Background: an optimization exercise with open tools, aiming at small area, a short achievable clock period and few clock cycles per item. Do not read the settings as production practice.
RTL that was checked went through simulation tests only; none was proved equivalent to the original.
Power is estimated from default activity; no workload was simulated.

// pn_eval
module pn_eval #(
  parameter int DATA_W = 3,
  parameter int OUT_W = 64,
  parameter int MAX_LEN = 20
) (
  input  logic              clk,
  input  logic              rst,
  input  logic              in_valid,
  input  logic [DATA_W-1:0] in,
  input  logic              operator,
  input  logic              mode,
  output logic              out_valid,
  output logic [OUT_W-1:0]  out,
  output logic              err
);
For scale: about 2100 cells after synthesis, ~74 I/O pins.
export LEC_CHECK = 0
export CAP_MARGIN = 20
export CORE_MARGIN = 2
export CORE_UTILIZATION = 60
export SETUP_SLACK_MARGIN = 1.0
export SLEW_MARGIN = 20
create_clock -name core_clock -period 16.0 [get_ports {clk}]
standard.sh (not shown) runs the stock make flow with config.mk's settings and CLKGATE_MAP_FILE= SYNTH_SCRIPT=/design/flow/synth_recipe.tcl, a recipe that flattens the netlist after the stock synthesis.
==> flow/flow/run.sh <==
#!/bin/bash
# The standard ORFS layout (standard.sh: the standard synthesis, floorplan, power grid, CTS
# and routing), with two changes in how it is made: the port buffers are buf_2 cells (the default
# choice is a slow delay buffer), and repair_timing keeps a larger setup margin than the 16 ns
# clock needs, so that it sizes and buffers the design for speed. Each step's full log stays in
# orfs/logs; make's output is in standard_flow.log.
set -euo pipefail
bash standard.sh "BUFFER_PORTS_ARGS=-buffer_cell sky130_fd_sc_hd__buf_2" SETUP_SLACK_MARGIN=11.4 finish > standard_flow.log 2>&1
Rerun with:
--- a/flow/design.v
+++ b/flow/design.v
@@ -92,26 +92,28 @@
     if (operator && in[1:0] == pn_eval_pkg::OP_RSV) a_err = 1'b1;
     if (a_md ? operator && a_lvl < 5'd2 : a_lvl == 5'd0) a_err = 1'b1;
     if (n_bud[5]) a_err = 1'b1;
     fe = errA_q | (mode_q ? lvl_q != 5'd1 : lvl_q != 5'd0);
   end
   logic ctv_q, ct_op_q;
   logic [2:0] ct_v_q;
   logic [DW-1:0] r_q;
+  logic rv_q;
   logic [VD-1:0][DW-1:0] v_q;    
   logic [PD-1:0] pv_q, pl_q;    
   logic [PD-1:0][1:0] po_q;
   logic pend_q, mb_q;
   logic [16:0] q_q;
   logic xt_q, xr_q, mt_q, wt_q, zs_q, zc_q;
   logic [5:0] bd_q;
   logic [DW-1:0] t, x, m, z, res;
   logic [5:0] bd_d;
   logic [DW-1:0] r_d;
+  logic rv_d;
   logic [VD-1:0][DW-1:0] v_d;
   logic [PD-1:0] pv_d, pl_d;
   logic [PD-1:0][1:0] po_d;
   logic pend_d, mb_d, ctv_d, ct_op_d, mode_d;
   logic [2:0] ct_v_d;
   logic [16:0] q_d;
   logic xt_d, xr_d, mt_d, wt_d, zs_d, zc_d, t4_d;
   logic consume, load, avail, clr, fin_a, fin_b, fin_err;
@@ -152,19 +154,22 @@
   assign a_lpush = ~mb_q & ~pend_q & ctv_q & ~mode_q & ~ct_op_q & ~(pv_q[0] & pl_q[0]);
   assign a_op = (~pend_q & mode_q) ? ct_v_q[1:0] : po_q[0];
   always_comb begin
     logic fr4, fq, swapq, single, mul;
     logic pop_v, push_v, land, land2, idle_next;
     mul = a_op == pn_eval_pkg::OP_MUL;
     fr4 = r_q[DW-1:3] == '0 || r_q[DW-1:3] == '1;
     single = wt_q | fr4;
-    swapq = !(r_q[DW-1:15] == '0 || r_q[DW-1:15] == '1);
+    swapq = ((t[DW-1:7] == '0 || t[DW-1:7] == '1) && !(r_q[DW-1:7] == '0 || r_q[DW-1:7] == '1)) ||
+            ((t[DW-1:11] == '0 || t[DW-1:11] == '1) && !(r_q[DW-1:11] == '0 || r_q[DW-1:11] == '1)) ||
+            ((t[DW-1:15] == '0 || t[DW-1:15] == '1) && !(r_q[DW-1:15] == '0 || r_q[DW-1:15] == '1));
     fq = q_q[16:4] == '0 || q_q[16:4] == '1;
     r_d = r_q;
+    rv_d = rv_q;
     v_d = v_q;
     pl_d = pl_q;
     po_d = po_q;
     pend_d = pend_q;
     mb_d = mb_q;
     q_d = q_q;
     consume = ctv_q & ~mb_q & ~pend_q;
     pop_v = 1'b0;
@@ -196,18 +201,19 @@
     if (a_rv) begin
       r_d = res;
       if (a_fuse) begin
         land2 = 1'b1;
         pop_v = 1'b1;
       end else land = 1'b1;
     end
     if (a_ppush | a_lpush) begin
-      push_v = mode_q | pv_q[0];
+      push_v = rv_q & (mode_q | pv_q[0]);
       r_d = {{(DW-3){1'b0}}, ct_v_q};
+      rv_d = 1'b1;
       if (!mode_q) pl_d[0] = 1'b1;
     end
     if (a_mrg & (~po_q[1][1] | single)) begin
       r_d = res;
       pop_v = 1'b1;
       po_d[0] = ct_v_q[1:0];
       pl_d[0] = 1'b0;
       po_d[1] = po_q[1][1] ? pn_eval_pkg::OP_MUL : {1'b0, po_q[0][0] ^ po_q[1][0]};
@@ -227,32 +233,24 @@
     end
     if (push_v) begin
       for (int i = VD - 1; i > 0; i--) begin
         v_d[i] = v_q[i-1];
       end
       v_d[0] = r_q;
     end
     if (land) begin
-      if ((mb_q | pend_q) & pv_q[1] & ~pl_q[1] & ctv_q & ct_op_q & ~mode_q) begin
-        po_d[0] = ct_v_q[1:0];
-        pl_d[0] = 1'b0;
-        pl_d[1] = 1'b1;
-        pend_d = 1'b0;
-        consume = 1'b1;
-      end else begin
-        for (int i = 0; i < PD - 1; i++) begin
-          pl_d[i] = pl_q[i+1];
-          po_d[i] = po_q[i+1];
-        end
-        po_d[PD-1] = 2'b11;
-        pl_d[PD-1] = 1'b0;
-        pend_d = pv_q[1] & pl_q[1];
-        pl_d[0] = pv_q[1];
+      for (int i = 0; i < PD - 1; i++) begin
+        pl_d[i] = pl_q[i+1];
+        po_d[i] = po_q[i+1];
       end
+      po_d[PD-1] = 2'b11;
+      pl_d[PD-1] = 1'b0;
+      pend_d = pv_q[1] & pl_q[1];
+      pl_d[0] = pv_q[1];
     end
     if (land2) begin
       for (int i = 0; i < PD - 2; i++) begin
         pl_d[i] = pl_q[i+2];
         po_d[i] = po_q[i+2];
       end
       po_d[PD-1] = 2'b11;
       pl_d[PD-1] = 1'b0;
@@ -315,16 +313,17 @@
     end
     clr = rst | ov_q;
     if (clr) begin
       ctv_d = 1'b0;
       mb_d = 1'b0;
       pend_d = 1'b0;
       po_d = '1;
       pl_d = '0;
+      rv_d = 1'b0;
     end
   end
   for (genvar j = 0; j < VD; j++) begin : g_v
     localparam int WJ = vw(j);
     logic [WJ-1:0] st_q;
     always_ff @(posedge clk) st_q <= v_d[j][WJ-1:0];
     assign v_q[j] = {{(DW-WJ){st_q[WJ-1]}}, st_q};
   end
@@ -340,16 +339,17 @@
       bud_q <= n_bud[4:0];
     end
     err_q <= fin_err;
     {xt_q, xr_q, mt_q, wt_q, zs_q, zc_q, bd_q} <= {xt_d, xr_d, mt_d, wt_d, zs_d, zc_d, bd_d};
     ctv_q <= ctv_d;
     mb_q <= mb_d;
     pend_q <= pend_d;
     pl_q <= pl_d;
+    rv_q <= rv_d;
     if (clr) begin
       active_q <= 1'b0;
       ended_q <= 1'b0;
       ov_q <= 1'b0;
       errA_q <= 1'b0;
       errF_q <= 1'b0;
       wp_q <= '0;
       rp_q <= '0;
Outcome: Via count falls by 3.3%; combinational power falls by about 4%; hold slack barely changes; worst setup slack degrades by 75 ps; area after synthesis falls by 1.1%; total power falls by 2.8%.
No functional check of the RTL was part of any run of this note.

========
branch willow:
pn_eval, a different RTL version from the one above (not shown whole).
Size: roughly 2100 cells after synthesis, ~74 I/O pins, roughly 18000 um^2 of cells after synthesis.
## pn_eval
module pn_eval #(
  parameter int DATA_W = 3,
  parameter int OUT_W = 64,
  parameter int MAX_LEN = 20
) (
  input  logic              clk,
  input  logic              rst,
  input  logic              in_valid,
  input  logic [DATA_W-1:0] in,
  input  logic              operator,
  input  logic              mode,
  output logic              out_valid,
  output logic [OUT_W-1:0]  out,
  output logic              err
);
Settings: LEC_CHECK=0, CAP_MARGIN=20, CORE_MARGIN=2, CORE_UTILIZATION=60, CTS_BUF_LIST=sky130_fd_sc_hd__clkbuf_8, SETUP_SLACK_MARGIN=1.0, SLEW_MARGIN=20; clock period 16.0 ns.
==> flow/flow/run.sh <==
#!/bin/bash
# Standard ORFS layout (the standard.sh, unchanged synthesis, floorplan, power grid and
# routing), with repair_timing asked to keep a larger setup margin than the 16 ns clock needs,
# so that it sizes and buffers the design for speed. Each step's full log stays in orfs/logs.
set -euo pipefail
bash standard.sh SETUP_SLACK_MARGIN=11.4 finish > standard_flow.log 2>&1
Here is what was changed in the inputs of branch amber compared with branch willow.
--- a/flow/design.v
+++ b/flow/design.v
@@ -171,17 +171,17 @@
              (~xr_q | r_q[DW-1:11] == '0 | r_q[DW-1:11] == '1) &
              (mt_q ? t[DW-1:11] == '0 | t[DW-1:11] == '1 : r_q[DW-1:11] == '0 | r_q[DW-1:11] == '1);
   end
   pn_alu #(.N(N)) u_alu (.x(xs), .mm(mm), .bd(bd_q), .zsel(zs_q), .z(zs),
                          .c0(p2_q ? sv_q[4] : bd_q[2]), .ci(p2_q ? sv_q[3] : zs_q ? zc_q : bd_q[5]),
                          .res(res16), .cs(cs), .co(co));
   pn_booth u_bq (.w(q_d[4:0]), .bd(bq));
   pn_booth u_bt (.w({v_d[0][3:0], 1'b0}), .bd(bt));
-  pn_booth u_br (.w({r_d[3:0], 1'b0}), .bd(br));
+  pn_booth u_br (.w({p1wide ? r_q[3:0] : r_d[3:0], 1'b0}), .bd(br));
   logic a_step, a_tr, a_rv, a_fuse, a_ppush, a_fpush, a_lpush;
   logic [1:0] a_op;
   logic fz, sg, xt_p, mt_p, wt_p;
   logic [5:0] bq, bt, br, bm, bd_p, bpv;
   localparam logic [5:0] BD_ADD = 6'b000001;    
   localparam logic [5:0] BD_SUB = 6'b100101;    
   logic [3:0] rp_n;
   assign a_step = mb_q;
@@ -346,19 +346,16 @@
     zc_d = sg ^ po_d[0][0];
     if (mb_d) {xt_d, mt_d, wt_d, bd_d} = {3'b010, bq};
     else if (pend_d | mode_q) {xt_d, mt_d, wt_d, bd_d} = {xt_p, mt_p, wt_p, bd_p};
     else begin
       zs_d = po_d[0] != pn_eval_pkg::OP_MUL;
       {xt_d, mt_d, wt_d} = {fz, 2'b00};
       bd_d = po_d[0] == pn_eval_pkg::OP_MUL ? bpv : sg ? BD_SUB : BD_ADD;
     end
-    if (p1wide) begin
-      {xt_d, xr_d, mt_d, wt_d, zs_d, zc_d, bd_d} = {xt_q, xr_q, mt_q, wt_q, zs_q, zc_q, bd_q};
-    end
   end
   for (genvar j = 0; j < VD; j++) begin : g_v
     localparam int WJ = vw(j);
     logic [WJ-1:0] st_q;
     always_ff @(posedge clk) st_q <= v_d[j][WJ-1:0];
     assign v_q[j] = {{(DW-WJ){st_q[WJ-1]}}, st_q};
   end
   always_ff @(posedge clk) begin
==> comparison <==
Looking only at endpoint arrival time on the critical path, and setting everything else aside, the lower value of branch willow and branch amber goes to branch willow.
Re power: branch willow was higher than branch amber.
Compared with branch willow, branch amber shows gate count of the mapped netlist that has gone down slightly.
Comparing first-iteration DRC count for branch willow and branch amber, the smaller number came from branch amber.
For the global-route usage, branch amber came in 0.67 points lower than branch willow did.
branch amber reached the end of the flow, and the finished layout is clean on the timing, design-rule and antenna checks.
No stage failed in branch willow, and the final checks on the layout all came back clean.
Between branch amber and branch willow, it is branch amber whose routed wire length is lower, by about 3.4%.
Function was not checked in any run of this note: the RTL went through the layout flow alone.

========
Setup of main:
pn_eval, a different RTL version from the one above (not shown whole).
For scale: about 2100 cells after synthesis, about 290 flip-flops, roughly 74 I/O pins, roughly 19000 µm² of cells after synthesis.
clock: 16.0 ns
lec_check: 0
cap_margin: 20
core_margin: 2
core_utilization: 60
setup_slack_margin: 1.0
slew_margin: 20
==> flow/flow/run.sh <==
#!/bin/bash
# The standard ORFS layout (standard.sh: the standard synthesis, floorplan, power grid, CTS
# and routing), with two changes in how it is made: the port buffers are buf_2 cells (the default
# choice is a slow delay buffer), and repair_timing keeps a larger setup margin than the 16 ns
# clock needs, so that it sizes and buffers the design for speed. Each step's full log stays in
# orfs/logs; make's output is in standard_flow.log.
set -euo pipefail
bash standard.sh "BUFFER_PORTS_ARGS=-buffer_cell sky130_fd_sc_hd__buf_2" SETUP_SLACK_MARGIN=11.4 finish > standard_flow.log 2>&1
main finished end to end and its layout was clean on timing, DRC and antenna.
[inputs] the feature branch vs main
--- a/flow/design.v
+++ b/flow/design.v
@@ -186,28 +186,22 @@
         if (!mode_q) land = 1'b1;
       end
     end
     if (a_tr) begin
       if (!mul || single) begin
         r_d = res;
         pop_v = 1'b1;
         if (pend_q) land = 1'b1;
       end else begin
+        r_d = '0;
         mb_d = 1'b1;
-        if (swapq) begin
-          r_d = '0;
-          q_d = {t[15:0], 1'b0};
-          v_d[0] = r_q;
-        end else begin
-          r_d = res;
-          q_d = {{4{r_q[15]}}, r_q[15:3]};
-          v_d[0] = {t[DW-5:0], 4'b0};
-        end
+        q_d = swapq ? {t[15:0], 1'b0} : {r_q[15:0], 1'b0};
+        v_d[0] = swapq ? r_q : t;
       end
     end
     if (a_rv) begin
       r_d = res;
       if (a_fuse) begin
         land2 = 1'b1;
         pop_v = 1'b1;
       end else land = 1'b1;
     end
Higher die area goes to the feature branch over main. Compared with main, the detailed router inserted more vias in the feature branch. Sequential share of cell area for the feature branch: 1.6 points up relative to main. Of the feature branch and main, the run reporting the higher post-synthesis cell area was the feature branch. As of the feature branch, multi-input gate count had risen slightly compared to main. Setup slack: the feature branch more than main. STATUS peak supply drop: the feature branch loses against main. | design area | main vs the feature branch | ≈ equal |. Diff the feature branch and main: maximum number of pins on one net before global-route repair lower in the feature branch.
Testbench counts of the feature branch, summed over its fixed seeds: cycles 4,712, items 384.
Function not checked in main: the RTL went through the layout flow alone.

========
## alpha
pn_eval, a different RTL version from the one above (not shown whole).
Size: about 2,100 cells after synthesis, about 290 flip-flops, ~74 I/O pins, ~0.019 mm² of cells after synthesis.
Settings: LEC_CHECK=0, CAP_MARGIN=20, CORE_MARGIN=2, CORE_UTILIZATION=60, GPL_ROUTABILITY_DRIVEN=0, SETUP_SLACK_MARGIN=1.0, SLEW_MARGIN=20; clock period 16.0 ns.
Scripts as last shown in full above: flow/flow/run.sh
The flow did not stop early for alpha: all stages ran, and the layout cleared the timing, design-rule and antenna checks.
Setup changes, alpha to epsilon
--- a/flow/design.v
+++ b/flow/design.v
@@ -141,18 +141,12 @@
   assign a_step = mb_q;
   assign a_tr = ~mb_q & (pend_q | (ctv_q & mode_q & ct_op_q));
   assign a_rv = ~mb_q & ~pend_q & ctv_q & ~mode_q & ~ct_op_q & pv_q[0] & pl_q[0];
   assign a_fuse = a_rv & pv_q[1] & pl_q[1] & ~po_q[1][1];
   assign a_ppush = ~mb_q & ~pend_q & ctv_q & mode_q & ~ct_op_q;
   assign a_fpush = ~mb_q & ~pend_q & ctv_q & ~mode_q & ct_op_q;
-  function automatic logic mergeable(input logic [1:0] o0, o1, input logic v0, l0, v1, l1);
-    mergeable = v0 & l0 & v1 & l1 & ((~o0[1] & ~o1[1]) |
-                (o0 == pn_eval_pkg::OP_MUL & o1 == pn_eval_pkg::OP_MUL));
-  endfunction
-  logic a_mrg, n_mrg;
-  assign a_mrg = a_fpush & mergeable(po_q[0], po_q[1], pv_q[0], pl_q[0], pv_q[1], pl_q[1]);
   assign a_lpush = ~mb_q & ~pend_q & ctv_q & ~mode_q & ~ct_op_q & ~(pv_q[0] & pl_q[0]);
   assign a_op = (~pend_q & mode_q) ? ct_v_q[1:0] : po_q[0];
   always_comb begin
     logic fr4, fq, swapq, single, mul;
     logic pop_v, push_v, land, land2, idle_next;
     mul = a_op == pn_eval_pkg::OP_MUL;
@@ -207,20 +201,13 @@
     if (a_ppush | a_lpush) begin
       push_v = rv_q & (mode_q | pv_q[0]);
       r_d = {{(DW-3){1'b0}}, ct_v_q};
       rv_d = 1'b1;
       if (!mode_q) pl_d[0] = 1'b1;
     end
-    if (a_mrg & (~po_q[1][1] | single)) begin
-      r_d = res;
-      pop_v = 1'b1;
-      po_d[0] = ct_v_q[1:0];
-      pl_d[0] = 1'b0;
-      po_d[1] = po_q[1][1] ? pn_eval_pkg::OP_MUL : {1'b0, po_q[0][0] ^ po_q[1][0]};
-      pl_d[1] = 1'b1;
-    end else if (a_fpush) begin
+    if (a_fpush) begin
       for (int i = PD - 1; i > 0; i--) begin
         pl_d[i] = pl_q[i-1];
         po_d[i] = po_q[i-1];
       end
       pl_d[0] = 1'b0;
       po_d[0] = ct_v_q[1:0];
@@ -280,14 +267,13 @@
       rv_d = 1'b0;
     end
     t4_d = v_d[0][DW-1:3] == '0 || v_d[0][DW-1:3] == '1;
     fz = pv_d[1] & pl_d[1] & ~po_d[1][1];    
     sg = fz & po_d[1][0];                     
     bm = t4_d ? bt : br;
-    n_mrg = ct_op_d & mergeable(po_d[0], po_d[1], pv_d[0], pl_d[0], pv_d[1], pl_d[1]);
-    case (pend_d ? po_d[0] : mode_q ? ct_v_d[1:0] : po_d[1])
+    case (pend_d ? po_d[0] : ct_v_d[1:0])
       pn_eval_pkg::OP_MUL: {xt_p, mt_p, wt_p, bd_p} = {1'b0, ~t4_d, t4_d, bm};
       pn_eval_pkg::OP_SUB: {xt_p, mt_p, wt_p, bd_p} = {3'b100, BD_SUB};
       default: {xt_p, mt_p, wt_p, bd_p} = {3'b100, BD_ADD};
     endcase
     case ({sg, ct_v_d})
       4'b0000: bpv = 6'b000000;
@@ -308,13 +294,13 @@
       default: bpv = 6'b110001;
     endcase
     xr_d = mb_d;
     zs_d = 1'b0;
     zc_d = sg ^ po_d[0][0];
     if (mb_d) {xt_d, mt_d, wt_d, bd_d} = {3'b010, bq};
-    else if (pend_d | mode_q | n_mrg) {xt_d, mt_d, wt_d, bd_d} = {xt_p, mt_p, wt_p, bd_p};
+    else if (pend_d | mode_q) {xt_d, mt_d, wt_d, bd_d} = {xt_p, mt_p, wt_p, bd_p};
     else begin
       zs_d = po_d[0] != pn_eval_pkg::OP_MUL;
       {xt_d, mt_d, wt_d} = {fz, 2'b00};
       bd_d = po_d[0] == pn_eval_pkg::OP_MUL ? bpv : sg ? BD_SUB : BD_ADD;
     end
   end
Notes after the runs:
Every run in the comparison, epsilon and alpha, completed the flow with a clean layout.
Compared with alpha, in epsilon worst slew margin relative to its limit rose by 4.7 points, portion of the layout cell area used by non-clock buffers fell by 0.68 points, overall routing resource usage fell by 1.8 points, clock period minus final worst setup slack fell by 0.31 ns, count of buffer and inverter cells on the critical path fell by 1.
Against alpha, epsilon comes in 1.5 points lower on post-synthesis compound-gate area fraction.
The worst-case clock skew of epsilon and that of alpha are within noise of each other.
Number of multi-input combinational cells in the layout was higher in alpha than in epsilon.
A critical path class of primary input to register is what alpha shows, while register to output pin belongs to epsilon.
Testbench counts of epsilon, summed over its fixed seeds: cycles 4,812, items 384.
No functional check of the RTL was part of alpha.

==> re-timing with driven ports <==
The results above use ideal ports. As a check the final layouts listed here were re-extracted and re-timed, cells and wires unchanged.
Step 1, drivers: a clkbuf_16 drives clk and a buf_2 each remaining input, both assumed.
Step 2 adds t to the input delays and takes it off the output delays; t is the mean of the earliest and latest rising clock arrival at the registers after step 1. Input paths then give back, and output paths get back, about the clock's delay inside the block.
a / b / c = no drivers / after step 1 / after step 2; a / b = the first two.
run	t, ns	setup WS [ns]	worst slew at a driven data input, ns
the first run of note 1	0.571	11.427 / 11.374 / 10.877	0.08
the second run of note 1	0.573	11.352 / 11.336 / 10.763	0.08
branch willow	0.666	11.074 / 11.074 / 10.674	0.04
branch amber	0.625	10.862 / 10.862 / 10.761	0.05
main	0.579	11.400 / 11.382 / 10.804	0.07
the feature branch	0.645	11.415 / 11.362 / 10.845	0.05
alpha	0.579	11.106 / 11.123 / 10.544	0.08
epsilon	0.646	11.414 / 11.359 / 10.853	0.05
After both steps every run listed still meets setup and hold. The setup slack of main, which loses most, moves by -0.018 ns with the drivers and by -0.596 ns with both steps.
